Background: an optimization exercise with open tools, aiming at small area, a short achievable clock period and few clock cycles. Do not read the settings as production practice.
Only simulation tests tie the RTL to the original design; equivalence was not proved.
Power is estimated from default activity; no workload was simulated.

--- flow/design.v ---
`default_nettype none
package riscv_alu_pkg;
	localparam int ALU_OP_WIDTH = 7;
	localparam int XLEN = 32;
	localparam int CNT_WIDTH = 6;
	typedef enum logic [ALU_OP_WIDTH-1:0] {
		ALU_LTS   = 7'b0000000,
		ALU_LTU   = 7'b0000001,
		ALU_SLTS  = 7'b0000010,
		ALU_SLTU  = 7'b0000011,
		ALU_LES   = 7'b0000100,
		ALU_LEU   = 7'b0000101,
		ALU_SLETS = 7'b0000110,
		ALU_SLETU = 7'b0000111,
		ALU_GTS   = 7'b0001000,
		ALU_GTU   = 7'b0001001,
		ALU_GES   = 7'b0001010,
		ALU_GEU   = 7'b0001011,
		ALU_EQ    = 7'b0001100,
		ALU_NE    = 7'b0001101,
		ALU_MIN   = 7'b0010000,
		ALU_MINU  = 7'b0010001,
		ALU_MAX   = 7'b0010010,
		ALU_MAXU  = 7'b0010011,
		ALU_AND   = 7'b0010101,
		ALU_ADD   = 7'b0011000,
		ALU_SUB   = 7'b0011001,
		ALU_SRA   = 7'b0100100,
		ALU_SRL   = 7'b0100101,
		ALU_ROR   = 7'b0100110,
		ALU_SLL   = 7'b0100111,
		ALU_OR    = 7'b0101110,
		ALU_XOR   = 7'b0101111,
		ALU_DIVU  = 7'b0110000,
		ALU_DIV   = 7'b0110001,
		ALU_REMU  = 7'b0110010,
		ALU_REM   = 7'b0110011,
		ALU_CNT   = 7'b0110100,
		ALU_CLB   = 7'b0110101,
		ALU_FF1   = 7'b0110110,
		ALU_FL1   = 7'b0110111
	} alu_op_e;
	typedef struct packed {
		alu_op_e op;
		logic [XLEN-1:0] a;
		logic [XLEN-1:0] b;
	} alu_req_t;
	typedef enum logic [1:0] {
		IDLE = 2'b00,
		BUSY = 2'b01,
		DONE = 2'b10
	} div_state_e;
endpackage
`default_nettype wire
`timescale 1ns/10ps
`default_nettype none
module riscv_alu_arith (
	input  riscv_alu_pkg::alu_req_t      req_i,
	output logic [riscv_alu_pkg::XLEN-1:0] sum_o,
	output logic                         cmp_true_o,
	output logic [riscv_alu_pkg::XLEN-1:0] minmax_o
);
	logic                          sub;
	logic [riscv_alu_pkg::XLEN-1:0] op_b;
	logic                          cmp_signed;
	logic                          is_equal;
	logic                          is_greater;
	logic                          do_min;
	assign sub   = (req_i.op == riscv_alu_pkg::ALU_SUB);
	assign op_b  = sub ? ~req_i.b : req_i.b;
	assign sum_o = req_i.a + op_b + {{(riscv_alu_pkg::XLEN-1){1'b0}}, sub};
	always_comb begin
		cmp_signed = 1'b0;
		case (req_i.op)
			riscv_alu_pkg::ALU_LTS, riscv_alu_pkg::ALU_SLTS,
			riscv_alu_pkg::ALU_LES, riscv_alu_pkg::ALU_SLETS,
			riscv_alu_pkg::ALU_GTS, riscv_alu_pkg::ALU_GES,
			riscv_alu_pkg::ALU_MIN, riscv_alu_pkg::ALU_MAX:
				cmp_signed = 1'b1;
			default: ;
		endcase
	end
	assign is_equal   = (req_i.a == req_i.b);
	assign is_greater = $signed({cmp_signed & req_i.a[riscv_alu_pkg::XLEN-1], req_i.a}) >
		$signed({cmp_signed & req_i.b[riscv_alu_pkg::XLEN-1], req_i.b});
	always_comb begin
		cmp_true_o = is_equal;
		case (req_i.op)
			riscv_alu_pkg::ALU_EQ:
				cmp_true_o = is_equal;
			riscv_alu_pkg::ALU_NE:
				cmp_true_o = ~is_equal;
			riscv_alu_pkg::ALU_GTS, riscv_alu_pkg::ALU_GTU:
				cmp_true_o = is_greater;
			riscv_alu_pkg::ALU_GES, riscv_alu_pkg::ALU_GEU:
				cmp_true_o = is_greater | is_equal;
			riscv_alu_pkg::ALU_LTS, riscv_alu_pkg::ALU_LTU,
			riscv_alu_pkg::ALU_SLTS, riscv_alu_pkg::ALU_SLTU:
				cmp_true_o = ~(is_greater | is_equal);
			riscv_alu_pkg::ALU_LES, riscv_alu_pkg::ALU_LEU,
			riscv_alu_pkg::ALU_SLETS, riscv_alu_pkg::ALU_SLETU:
				cmp_true_o = ~is_greater;
			default: ;
		endcase
	end
	assign do_min   = (req_i.op == riscv_alu_pkg::ALU_MIN) ||
		(req_i.op == riscv_alu_pkg::ALU_MINU);
	assign minmax_o = (is_greater ^ do_min) ? req_i.a : req_i.b;
endmodule
`default_nettype wire
`timescale 1ns/10ps
`default_nettype none
module riscv_alu_shifter (
	input  riscv_alu_pkg::alu_req_t      req_i,
	output logic [riscv_alu_pkg::XLEN-1:0] shift_result_o
);
	logic                            shift_left;
	logic                            shift_arith;
	logic                            rotate;
	logic [riscv_alu_pkg::XLEN-1:0]   op_a_rev;
	logic [riscv_alu_pkg::XLEN-1:0]   op_a;
	logic [riscv_alu_pkg::XLEN-1:0]   fill;
	logic [2*riscv_alu_pkg::XLEN-1:0] wide;
	logic [2*riscv_alu_pkg::XLEN-1:0] wide_shifted;
	logic [riscv_alu_pkg::XLEN-1:0]   right_result;
	logic [riscv_alu_pkg::XLEN-1:0]   right_rev;
	assign shift_left  = (req_i.op == riscv_alu_pkg::ALU_SLL);
	assign shift_arith = (req_i.op == riscv_alu_pkg::ALU_SRA);
	assign rotate      = (req_i.op == riscv_alu_pkg::ALU_ROR);
	always_comb begin
		for (int i = 0; i < riscv_alu_pkg::XLEN; i++) begin
			op_a_rev[i] = req_i.a[riscv_alu_pkg::XLEN-1-i];
		end
	end
	assign op_a     = shift_left ? op_a_rev : req_i.a;
	assign fill = rotate ? op_a :
		{riscv_alu_pkg::XLEN{shift_arith & op_a[riscv_alu_pkg::XLEN-1]}};
	assign wide = {fill, op_a};
	assign wide_shifted = wide >> req_i.b[4:0];
	assign right_result = wide_shifted[riscv_alu_pkg::XLEN-1:0];
	always_comb begin
		for (int i = 0; i < riscv_alu_pkg::XLEN; i++) begin
			right_rev[i] = right_result[riscv_alu_pkg::XLEN-1-i];
		end
	end
	assign shift_result_o = shift_left ? right_rev : right_result;
endmodule
`default_nettype wire
`timescale 1ns/10ps
`default_nettype none
module riscv_alu_bit_count (
	input  riscv_alu_pkg::alu_req_t           req_i,
	input  logic [riscv_alu_pkg::XLEN-1:0]      count_in_i,
	output logic [riscv_alu_pkg::CNT_WIDTH-1:0] count_result_o,
	output logic [4:0]                        first_one_o,
	output logic                              no_ones_o
);
	logic [riscv_alu_pkg::CNT_WIDTH-1:0] popcnt;
	logic [riscv_alu_pkg::CNT_WIDTH-1:0] ff1_idx;
	logic [riscv_alu_pkg::CNT_WIDTH-1:0] fl1_idx;
	logic [riscv_alu_pkg::CNT_WIDTH-1:0] clb_idx;
	logic [4:0]                         first_one;
	always_comb begin
		popcnt = '0;
		for (int i = 0; i < riscv_alu_pkg::XLEN; i++) begin
			popcnt = popcnt + riscv_alu_pkg::CNT_WIDTH'(req_i.a[i]);
		end
	end
	always_comb begin
		first_one = '0;
		for (int i = riscv_alu_pkg::XLEN - 1; i >= 0; i--) begin
			if (count_in_i[i]) begin
				first_one = 5'(i);
			end
		end
	end
	assign no_ones_o   = ~|count_in_i;
	assign first_one_o = first_one;
	assign ff1_idx = {1'b0, first_one};
	assign fl1_idx = riscv_alu_pkg::CNT_WIDTH'(31) - ff1_idx;
	assign clb_idx = ff1_idx - riscv_alu_pkg::CNT_WIDTH'(1);
	always_comb begin
		count_result_o = '0;
		case (req_i.op)
			riscv_alu_pkg::ALU_FF1:
				count_result_o = no_ones_o ? riscv_alu_pkg::CNT_WIDTH'(32) : ff1_idx;
			riscv_alu_pkg::ALU_FL1:
				count_result_o = no_ones_o ? riscv_alu_pkg::CNT_WIDTH'(32) : fl1_idx;
			riscv_alu_pkg::ALU_CNT:
				count_result_o = popcnt;
			riscv_alu_pkg::ALU_CLB: begin
				if (!no_ones_o) begin
					count_result_o = clb_idx;
				end else if (req_i.a[riscv_alu_pkg::XLEN-1]) begin
					count_result_o = riscv_alu_pkg::CNT_WIDTH'(31);
				end else begin
					count_result_o = '0;
				end
			end
			default: ;
		endcase
	end
endmodule
`default_nettype wire
`timescale 1ns/10ps
`default_nettype none
module riscv_alu_div #(
	parameter int WIDTH = 32
) (
	input  logic                    clk_i,
	input  logic                    rst_n_i,
	input  logic                    div_start_i,
	input  riscv_alu_pkg::alu_req_t req_i,
	input  logic [4:0]              first_one_i,
	input  logic                    no_ones_i,
	input  logic                    out_ready_i,
	output logic [WIDTH-1:0]        div_result_o,
	output logic                    div_done_o
);
	localparam int CW = $clog2(WIDTH) + 1;
	riscv_alu_pkg::div_state_e state_q;
	logic [CW-1:0]    cnt_q;
	logic [CW-1:0]    steps;
	logic [CW-1:0]    shift;
	logic             neg_a;
	logic             neg_b;
	logic [WIDTH-1:0] mag_a;
	logic [WIDTH-1:0] mag_b;
	logic [WIDTH-1:0] dvd_q;
	logic [WIDTH-1:0] dvs_q;
	logic [WIDTH-1:0] rem_q;
	logic [WIDTH-1:0] quo_q;
	logic             neg_quo_q;
	logic             neg_rem_q;
	logic             zero_q;
	logic             rem_sel_q;
	logic [WIDTH:0]   partial;
	logic [WIDTH:0]   diff;
	logic             ge;
	logic [WIDTH-1:0] quo_fix;
	logic [WIDTH-1:0] rem_fix;
	assign neg_a = req_i.op[0] & req_i.a[WIDTH-1];
	assign neg_b = req_i.op[0] & req_i.b[WIDTH-1];
	assign mag_a = neg_a ? -req_i.a : req_i.a;
	assign mag_b = neg_b ? -req_i.b : req_i.b;
	assign steps = (no_ones_i ? CW'(1) : CW'(WIDTH) - CW'(first_one_i)) + CW'(neg_a);
	assign shift = CW'(WIDTH) - steps;
	assign partial = {rem_q, dvd_q[WIDTH-1]};
	assign ge      = (partial >= {1'b0, dvs_q});
	assign diff    = partial - {1'b0, dvs_q};
	always_ff @(posedge clk_i or negedge rst_n_i) begin
		if (!rst_n_i) begin
			state_q <= riscv_alu_pkg::IDLE;
			cnt_q   <= '0;
		end else begin
			case (state_q)
				riscv_alu_pkg::IDLE: begin
					if (div_start_i) begin
						cnt_q   <= steps;
						state_q <= riscv_alu_pkg::BUSY;
					end
				end
				riscv_alu_pkg::BUSY: begin
					cnt_q <= cnt_q - CW'(1);
					if (cnt_q == CW'(1)) begin
						state_q <= riscv_alu_pkg::DONE;
					end
				end
				riscv_alu_pkg::DONE: begin
					if (out_ready_i) begin
						state_q <= riscv_alu_pkg::IDLE;
					end
				end
				default: state_q <= riscv_alu_pkg::IDLE;
			endcase
		end
	end
	always_ff @(posedge clk_i) begin
		if (state_q == riscv_alu_pkg::IDLE && div_start_i) begin
			rem_q     <= '0;
			quo_q     <= '0;
			dvd_q     <= mag_a << shift;
			dvs_q     <= mag_b;
			neg_quo_q <= neg_a ^ neg_b;
			neg_rem_q <= neg_a;
			zero_q    <= ~|req_i.b;
			rem_sel_q <= req_i.op[1];
		end else if (state_q == riscv_alu_pkg::BUSY) begin
			rem_q <= ge ? diff[WIDTH-1:0] : partial[WIDTH-1:0];
			quo_q <= {quo_q[WIDTH-2:0], ge};
			dvd_q <= dvd_q << 1;
		end
	end
	assign quo_fix = zero_q ? '1 : (neg_quo_q ? -quo_q : quo_q);
	assign rem_fix = neg_rem_q ? -rem_q : rem_q;
	assign div_result_o = rem_sel_q ? rem_fix : quo_fix;
	assign div_done_o   = (state_q == riscv_alu_pkg::DONE);
endmodule
`default_nettype wire
`timescale 1ns/10ps
`default_nettype none
module riscv_alu (
	input  logic                           clk_i,
	input  logic                           rst_n_i,
	input  logic                           enable_i,
	input  logic [6:0]                     operator_i,
	input  logic [31:0]                    operand_a_i,
	input  logic [31:0]                    operand_b_i,
	input  logic                           ex_ready_i,
	output logic [31:0]                    result_o,
	output logic                           comparison_result_o,
	output logic                           ready_o
);
	riscv_alu_pkg::alu_req_t req;
	logic [riscv_alu_pkg::XLEN-1:0]      sum;
	logic                              cmp_true;
	logic [riscv_alu_pkg::XLEN-1:0]      minmax;
	logic [riscv_alu_pkg::XLEN-1:0]      shift_result;
	logic [riscv_alu_pkg::CNT_WIDTH-1:0] count_result;
	logic [4:0]                        first_one;
	logic                              no_ones;
	logic [riscv_alu_pkg::XLEN-1:0]      a_rev;
	logic [riscv_alu_pkg::XLEN-1:0]      a_neg_rev;
	logic [riscv_alu_pkg::XLEN-1:0]      count_in;
	logic                              is_div;
	logic                              div_start;
	logic [riscv_alu_pkg::XLEN-1:0]      div_result;
	logic                              div_done;
	logic                              div_busy_q;
	assign req = {operator_i, operand_a_i, operand_b_i};
	always_comb begin
		for (int i = 0; i < riscv_alu_pkg::XLEN; i++) begin
			a_rev[i]     = operand_a_i[riscv_alu_pkg::XLEN-1-i];
			a_neg_rev[i] = ~operand_a_i[riscv_alu_pkg::XLEN-1-i];
		end
	end
	always_comb begin
		count_in = '0;
		case (operator_i)
			riscv_alu_pkg::ALU_FF1:
				count_in = operand_a_i;
			riscv_alu_pkg::ALU_FL1, riscv_alu_pkg::ALU_DIVU, riscv_alu_pkg::ALU_REMU:
				count_in = a_rev;
			riscv_alu_pkg::ALU_CLB, riscv_alu_pkg::ALU_DIV, riscv_alu_pkg::ALU_REM:
				count_in = operand_a_i[riscv_alu_pkg::XLEN-1] ? a_neg_rev : a_rev;
			default: ;
		endcase
	end
	assign is_div = (operator_i == riscv_alu_pkg::ALU_DIV) ||
		(operator_i == riscv_alu_pkg::ALU_DIVU) ||
		(operator_i == riscv_alu_pkg::ALU_REM) ||
		(operator_i == riscv_alu_pkg::ALU_REMU);
	assign div_start = enable_i & is_div;
	riscv_alu_arith arith_i (
		.req_i(req), .sum_o(sum), .cmp_true_o(cmp_true), .minmax_o(minmax)
	);
	riscv_alu_shifter shifter_i (
		.req_i(req), .shift_result_o(shift_result)
	);
	riscv_alu_bit_count bit_count_i (
		.req_i(req), .count_in_i(count_in), .count_result_o(count_result),
		.first_one_o(first_one), .no_ones_o(no_ones)
	);
	riscv_alu_div #(.WIDTH(riscv_alu_pkg::XLEN)) div_i (
		.clk_i(clk_i), .rst_n_i(rst_n_i), .div_start_i(div_start), .req_i(req),
		.first_one_i(first_one), .no_ones_i(no_ones), .out_ready_i(ex_ready_i),
		.div_result_o(div_result), .div_done_o(div_done)
	);
	always_comb begin
		result_o = '0;
		case (operator_i)
			riscv_alu_pkg::ALU_AND: result_o = operand_a_i & operand_b_i;
			riscv_alu_pkg::ALU_OR:  result_o = operand_a_i | operand_b_i;
			riscv_alu_pkg::ALU_XOR: result_o = operand_a_i ^ operand_b_i;
			riscv_alu_pkg::ALU_ADD, riscv_alu_pkg::ALU_SUB:
				result_o = sum;
			riscv_alu_pkg::ALU_SLL, riscv_alu_pkg::ALU_SRL,
			riscv_alu_pkg::ALU_SRA, riscv_alu_pkg::ALU_ROR:
				result_o = shift_result;
			riscv_alu_pkg::ALU_MIN, riscv_alu_pkg::ALU_MINU,
			riscv_alu_pkg::ALU_MAX, riscv_alu_pkg::ALU_MAXU:
				result_o = minmax;
			riscv_alu_pkg::ALU_EQ, riscv_alu_pkg::ALU_NE,
			riscv_alu_pkg::ALU_GTS, riscv_alu_pkg::ALU_GTU,
			riscv_alu_pkg::ALU_GES, riscv_alu_pkg::ALU_GEU,
			riscv_alu_pkg::ALU_LTS, riscv_alu_pkg::ALU_LTU,
			riscv_alu_pkg::ALU_LES, riscv_alu_pkg::ALU_LEU,
			riscv_alu_pkg::ALU_SLTS, riscv_alu_pkg::ALU_SLTU,
			riscv_alu_pkg::ALU_SLETS, riscv_alu_pkg::ALU_SLETU:
				result_o = {{(riscv_alu_pkg::XLEN-1){1'b0}}, cmp_true};
			riscv_alu_pkg::ALU_FF1, riscv_alu_pkg::ALU_FL1,
			riscv_alu_pkg::ALU_CNT, riscv_alu_pkg::ALU_CLB:
				result_o = {{(riscv_alu_pkg::XLEN-riscv_alu_pkg::CNT_WIDTH){1'b0}}, count_result};
			riscv_alu_pkg::ALU_DIV, riscv_alu_pkg::ALU_DIVU,
			riscv_alu_pkg::ALU_REM, riscv_alu_pkg::ALU_REMU:
				result_o = div_result;
			default: ;
		endcase
	end
	assign comparison_result_o = cmp_true;
	always_ff @(posedge clk_i or negedge rst_n_i) begin
		if (!rst_n_i) begin
			div_busy_q <= 1'b0;
		end else if (div_done && ex_ready_i) begin
			div_busy_q <= 1'b0;
		end else if (div_start) begin
			div_busy_q <= 1'b1;
		end
	end
	assign ready_o = div_done | (~div_busy_q & ~div_start);
endmodule
`default_nettype wire
--- flow/run.sh ---
#!/bin/bash
# synth_recipe.tcl (not shown) runs the flow's synth.tcl, then flattens the netlist and writes it again
# the make line also repeats each setting of config.mk as NAME=value (left out here)
make -C /OpenROAD-flow-scripts/flow DESIGN_CONFIG=/design/flow/config.mk WORK_HOME=/design/flow/orfs CLKGATE_MAP_FILE= SYNTH_SCRIPT=/design/flow/synth_recipe.tcl finish
--- flow/config.mk ---
export PLATFORM = sky130hd
export DESIGN_NAME = riscv_alu
export DESIGN_NICKNAME = riscv_alu
export VERILOG_FILES = /design/flow/design.v
export SDC_FILE = /design/flow/constraint.sdc
export NUM_CORES = 4
export LEC_CHECK = 0
export CAP_MARGIN = 20
export CORE_MARGIN = 2
export CORE_UTILIZATION = 40
export SLEW_MARGIN = 20
--- flow/constraint.sdc ---
create_clock -name core_clock -period 12.0 [get_ports {clk_i}]
set_input_delay 2.4000 -clock core_clock [delete_from_list [all_inputs] [get_ports {clk_i}]]
set_output_delay 2.4000 -clock core_clock [all_outputs]
set_load 0.01 [all_outputs]
==> results.txt <==
[critical path, stage by stage]
cell,delay (ns)
sky130_fd_sc_hd__clkdlybuf4s50_1,0.48
sky130_fd_sc_hd__inv_1,0.13
sky130_fd_sc_hd__ha_1,0.34
sky130_fd_sc_hd__inv_1,0.06
sky130_fd_sc_hd__fa_1,0.46
sky130_fd_sc_hd__fa_1,0.56
sky130_fd_sc_hd__fa_1,0.44
sky130_fd_sc_hd__fa_1,0.50
sky130_fd_sc_hd__fa_1,0.54
sky130_fd_sc_hd__fa_1,0.43
sky130_fd_sc_hd__fa_1,0.42
sky130_fd_sc_hd__fa_1,0.42
sky130_fd_sc_hd__inv_1,0.07
sky130_fd_sc_hd__a21o_1,0.10
sky130_fd_sc_hd__a21oi_1,0.07
sky130_fd_sc_hd__xnor2_1,0.13
sky130_fd_sc_hd__a21oi_1,0.15
sky130_fd_sc_hd__o211ai_1,0.11
sky130_fd_sc_hd__nor3_1,0.17
sky130_fd_sc_hd__o21ai_0,0.22
sky130_fd_sc_hd__clkdlybuf4s50_1,0.57
[power breakdown]
group	leakage, nW	switching (mW)	internal (mW)
clock	0.273	0.247	0.276
sequential	1.27	0.168	0.669
combinational	8.91	1.49	0.987
total	10.4	1.90	1.93
[sequential cells by signal, indices dropped and copies added (netlist names)]
name,cells
div_i.dvd_q,32
div_i.dvs_q,32
div_i.quo_q,32
div_i.rem_q,32
div_i.cnt_q,6
div_i.state_q,2
div_busy_q,1
div_i.neg_quo_q,1
div_i.neg_rem_q,1
div_i.rem_sel_q,1
div_i.zero_q,1
[layout make-up]
type	instances	area, sq um
Antenna cell	2	5.00
Clock buffer	17	425
Clock inverter	15	145
Fill cell	5723	30300
Inverter	175	657
Multi-Input combinational cell	2437	17300
Sequential cell	141	3550
Tap cell	748	936
Timing Repair Buffer	203	1790
[layer usage]
layer,vias to the layer above,routed length (microns)
met5,-,13
li1,10800,-
met1,11300,39600
met4,2,5640
met2,1255,42100
met3,259,8930
[synth_stat cells (10+ instances only)]
cell type | count | area (sq um)
sky130_fd_sc_hd__a2111oi_0 | 10 | 87.6
sky130_fd_sc_hd__a211oi_1 | 22 | 165
sky130_fd_sc_hd__a21o_1 | 31 | 233
sky130_fd_sc_hd__a21oi_1 | 226 | 1130
sky130_fd_sc_hd__a221oi_1 | 26 | 228
sky130_fd_sc_hd__a22o_1 | 21 | 184
sky130_fd_sc_hd__a22oi_1 | 42 | 315
sky130_fd_sc_hd__a31oi_1 | 22 | 138
sky130_fd_sc_hd__a32oi_1 | 11 | 96.3
sky130_fd_sc_hd__and2_1 | 19 | 119
sky130_fd_sc_hd__and3_1 | 19 | 119
sky130_fd_sc_hd__buf_1 | 18 | 67.6
sky130_fd_sc_hd__buf_2 | 24 | 120
sky130_fd_sc_hd__clkbuf_1 | 148 | 556
sky130_fd_sc_hd__dfxtp_1 | 64 | 1280
sky130_fd_sc_hd__edfxtp_1 | 68 | 2040
sky130_fd_sc_hd__fa_1 | 26 | 521
sky130_fd_sc_hd__ha_1 | 177 | 2210
sky130_fd_sc_hd__inv_1 | 169 | 634
sky130_fd_sc_hd__mux2_2 | 23 | 259
sky130_fd_sc_hd__mux2i_1 | 222 | 2220
sky130_fd_sc_hd__nand2_1 | 283 | 1060
sky130_fd_sc_hd__nand2b_1 | 31 | 194
sky130_fd_sc_hd__nand3_1 | 49 | 245
sky130_fd_sc_hd__nand4_1 | 24 | 150
sky130_fd_sc_hd__nor2_1 | 232 | 871
sky130_fd_sc_hd__nor2b_1 | 27 | 169
sky130_fd_sc_hd__nor3_1 | 50 | 250
sky130_fd_sc_hd__nor4_1 | 30 | 188
sky130_fd_sc_hd__o211ai_1 | 28 | 210
sky130_fd_sc_hd__o21a_1 | 17 | 128
sky130_fd_sc_hd__o21ai_0 | 248 | 1240
sky130_fd_sc_hd__o21ai_1 | 23 | 115
sky130_fd_sc_hd__o21bai_1 | 12 | 90.1
sky130_fd_sc_hd__o221ai_1 | 31 | 272
sky130_fd_sc_hd__o22ai_1 | 15 | 93.8
sky130_fd_sc_hd__o31ai_1 | 21 | 158
sky130_fd_sc_hd__o41ai_1 | 18 | 158
sky130_fd_sc_hd__or2_2 | 13 | 81.3
sky130_fd_sc_hd__or3_1 | 24 | 150
sky130_fd_sc_hd__or4_1 | 10 | 75.1
sky130_fd_sc_hd__xnor2_1 | 138 | 1210
sky130_fd_sc_hd__xor2_1 | 77 | 674
[layout by cell type, fill, tap and decap left out, types with 64 or more instances in the layout]
cell type	synthesis	routed
sky130_fd_sc_hd__nor2_1	232	229
sky130_fd_sc_hd__o21ai_0	248	248
sky130_fd_sc_hd__a21oi_1	226	225
sky130_fd_sc_hd__xnor2_1	138	137
sky130_fd_sc_hd__dfxtp_1	64	64
sky130_fd_sc_hd__clkdlybuf4s50_1	0	107
sky130_fd_sc_hd__ha_1	177	177
sky130_fd_sc_hd__inv_1	169	168
sky130_fd_sc_hd__xor2_1	77	77
sky130_fd_sc_hd__nand2_1	283	282
sky130_fd_sc_hd__buf_4	9	95
sky130_fd_sc_hd__edfxtp_1	68	68
sky130_fd_sc_hd__mux2i_1	222	222
[through the flow]
step                power [mW]  hold slack, ns  std cells  utilization (%)  cell area, sq um
floorplan                 2.58           0.449       2952                -             22300
global placement          3.24           0.461       3704             44.0             24200
detailed placement        3.27           0.483       3704             44.0             24200
CTS                       3.81           0.493       3736             45.0             24800
global route              4.14           0.508       3737             45.0             24800
finish                    3.83           0.494       3738             45.0             24800
[logic make-up (layout without fill, tap and decap cells)]
kind of cell / Yosys count / in the layout / share of synthesized area, %
and+or+nand+nor: 847 / 847 / 18.0
other: 0 / 2 / 0
DFF: 141 / 141 / 15.9
muxes: 253 / 253 / 11.9
buffers and inverters: 374 / 410 / 6.59
xor gates and xnor gates: 217 / 217 / 8.66
adders and majority gates: 203 / 203 / 12.3
AOI/OAI and AO/OA: 917 / 917 / 26.6
[final timing paths]
kind	startpoint	endpoint
worst max-delay path	operand_a_i[1]	result_o[4]
worst min-delay path	div_i.quo_q[31]$_SDFFE_PP0P_	div_i.quo_q[31]$_SDFFE_PP0P_
worst max register to register	div_i.dvs_q[1]$_DFFE_PP_	div_i.rem_q[4]$_SDFFE_PP0P_
worst min register to register	div_i.quo_q[31]$_SDFFE_PP0P_	div_i.quo_q[31]$_SDFFE_PP0P_
max in group asynchronous	rst_n_i	div_i.cnt_q[2]$_DFFE_PN0P_
min in group asynchronous	rst_n_i	div_i.cnt_q[5]$_DFFE_PN0P_
==> qor.txt <==
RUN STATUS
------------------------------------------------------------------------------
Status                                                            finished clean

GRT
------------------------------------------------------------------------------
Via count of the first global-routing pass                               22400
Pin count of the biggest net entering global routing                        70
GRT busiest layer                                                         met2
Wire length of the first global-routing pass                      142000 microns
Met2 layer usage reported by global route                                51.7%
Antenna violations before repair                                             3
Met3 usage                                                               5.69%
Total routing resource utilization after global routing                  32.8%
Total congestion overflow                                                    0
Met1 routing resource usage after global routing                         42.9%

CLOCK NETWORK
------------------------------------------------------------------------------
Number of setup buffers added after CTS                                      0
Clock Path Buffers                                                           2
Root buffer cell                                                  sky130_fd_sc_hd__clkbuf_16
Clock buffers created by TritonCTS                                          17
Post_cts resized                                                             0
Clock latency reported for the late side of the worst-skew pair        0.45 ns
H-tree level count                                                           4
Count of clock tree sinks                                                  141
Post-CTS Hold Fix Bufs                                                       0
Clock tree from TritonCTS                                                built
Clk pin slew, worst setup/hold paths                                   0.07 ns

TIMING
------------------------------------------------------------------------------
Tcrit/Tclk final                                                         93.2%
Unrepaired setup endpoints after global routing                          false
Relative slew margins                                                    31.6%
Max Fclk                                                              89.4 MHz
Final critical path time including I/O delays and setup               11.18 ns
Final setup slack of the worst path                                   0.816 ns
Final Hold Vio Count                                                         0
Slew @ Worst Pin                                                       1.02 ns
Worst Skew                                                           0.0139 ns
Total Neg Setup Slack                                                     0 ns
Number of failing setup endpoints in the final timing report                 0
Final Max Tran Viols                                                         0

JOB
------------------------------------------------------------------------------
Total of max-cap violations                                                  0

ROUTE
------------------------------------------------------------------------------
Per-cell routed wire length                                       25.8 microns
Starting DRC count in detailed routing                                    2529
Remaining routing DRC violations                                             0
Via count                                                                23700
Vias per Instance                                                         6.34
Number of nets with antenna violations after routing                         0
DR pass1 iterations                                                          8
Wirelength, routed                                                96300 microns

LOGIC SYNTHESIS
------------------------------------------------------------------------------
Number of flops mapped to enable cells by yosys                             68
Post-synthesis cell type count                                             101
Asr flop ratio synth                                                     6.38%
Synth Area per Inst                                                 7.54 sq um
Post-synthesis instance area                                       22300 sq um
Sequential fraction of the synthesis area                                15.9%
Number of warnings issued by yosys                                           5
Synth Flop Type                                                   sky130_fd_sc_hd__edfxtp_1
Syn nets                                                                  3230
Mapped Cells                                                              2952
Post-synthesis register bit count                                          141

WORST SETUP PATH
------------------------------------------------------------------------------
Reg-to-reg setup timing slack                                          7.22 ns
Category of the worst setup path capture point                      output pin
Data required time at the worst endpoint                               9.60 ns
Worst-path maximum fanout                                                    4
Worst-case reg-to-reg path depth                                            17
CP Class                                                          input pin to output pin
Type of element launching the critical path                          input pin
Arrival time at the worst endpoint                                     8.78 ns

POWER AND IR DROP
------------------------------------------------------------------------------
Worst vdd rail ir drop                                             0.0000987 V
PwrDens                                                            155 nW/um^2
Static leakage power                                                   10.4 nW

PLACE
------------------------------------------------------------------------------
Hpwl dp                                                           74700 microns
Count of buffers inserted at the top-level ports                           108
Final RePlAce weighted congestion                                         1.04
Pre-CTS setup slack                                                   0.790 ns

FLOORPLAN
------------------------------------------------------------------------------
Die Span Y                                                         240 microns
Standard cell core area                                            55100 sq um
Number of placement rows                                                    86
Floorplan die width                                                240 microns
Die area                                                           57500 sq um
Initial standard-cell utilization of the core                            40.4%
Top-Level Pins                                                             109

HOLD PATH
------------------------------------------------------------------------------
Cell depth of the worst hold path                                            2
Path type of the worst min-delay path                             flip-flop to flip-flop

FINAL LAYOUT
------------------------------------------------------------------------------
Final net count                                                           3253
Layout cells sized above 1                                               7.20%
Area growth from synthesis to layout                                     11.4%

Testbench counts, summed over its fixed seeds: cycles 48,978.

## afterwards: timing with drivers on the ports
In the flow no input, the clock included, has a driving cell. The finished layout below was timed again as built, in two steps. Step 1 assumes that a clkbuf_16 drives the clock port and a buf_2 every other input. Step 2 times the ports against the registers' clock, not the clock port: input delays grow and output delays shrink by t, the midpoint of the rising clock arrivals with the driver on. a / b / c = ideal / step 1 / step 2; a / b = the first two.
t, ns: 0.490
slack for setup (ns): 0.816 / 0.794 / 0.794
clock arrival spread, ns: 0.014 / 0.014
worst slew at a driven data input, ns: 0.06
pins driven straight from the clock port: 1
After both steps setup and hold are still met in this run. The setup slack of this run moves by -0.022 ns with the drivers and by -0.022 ns with both steps.
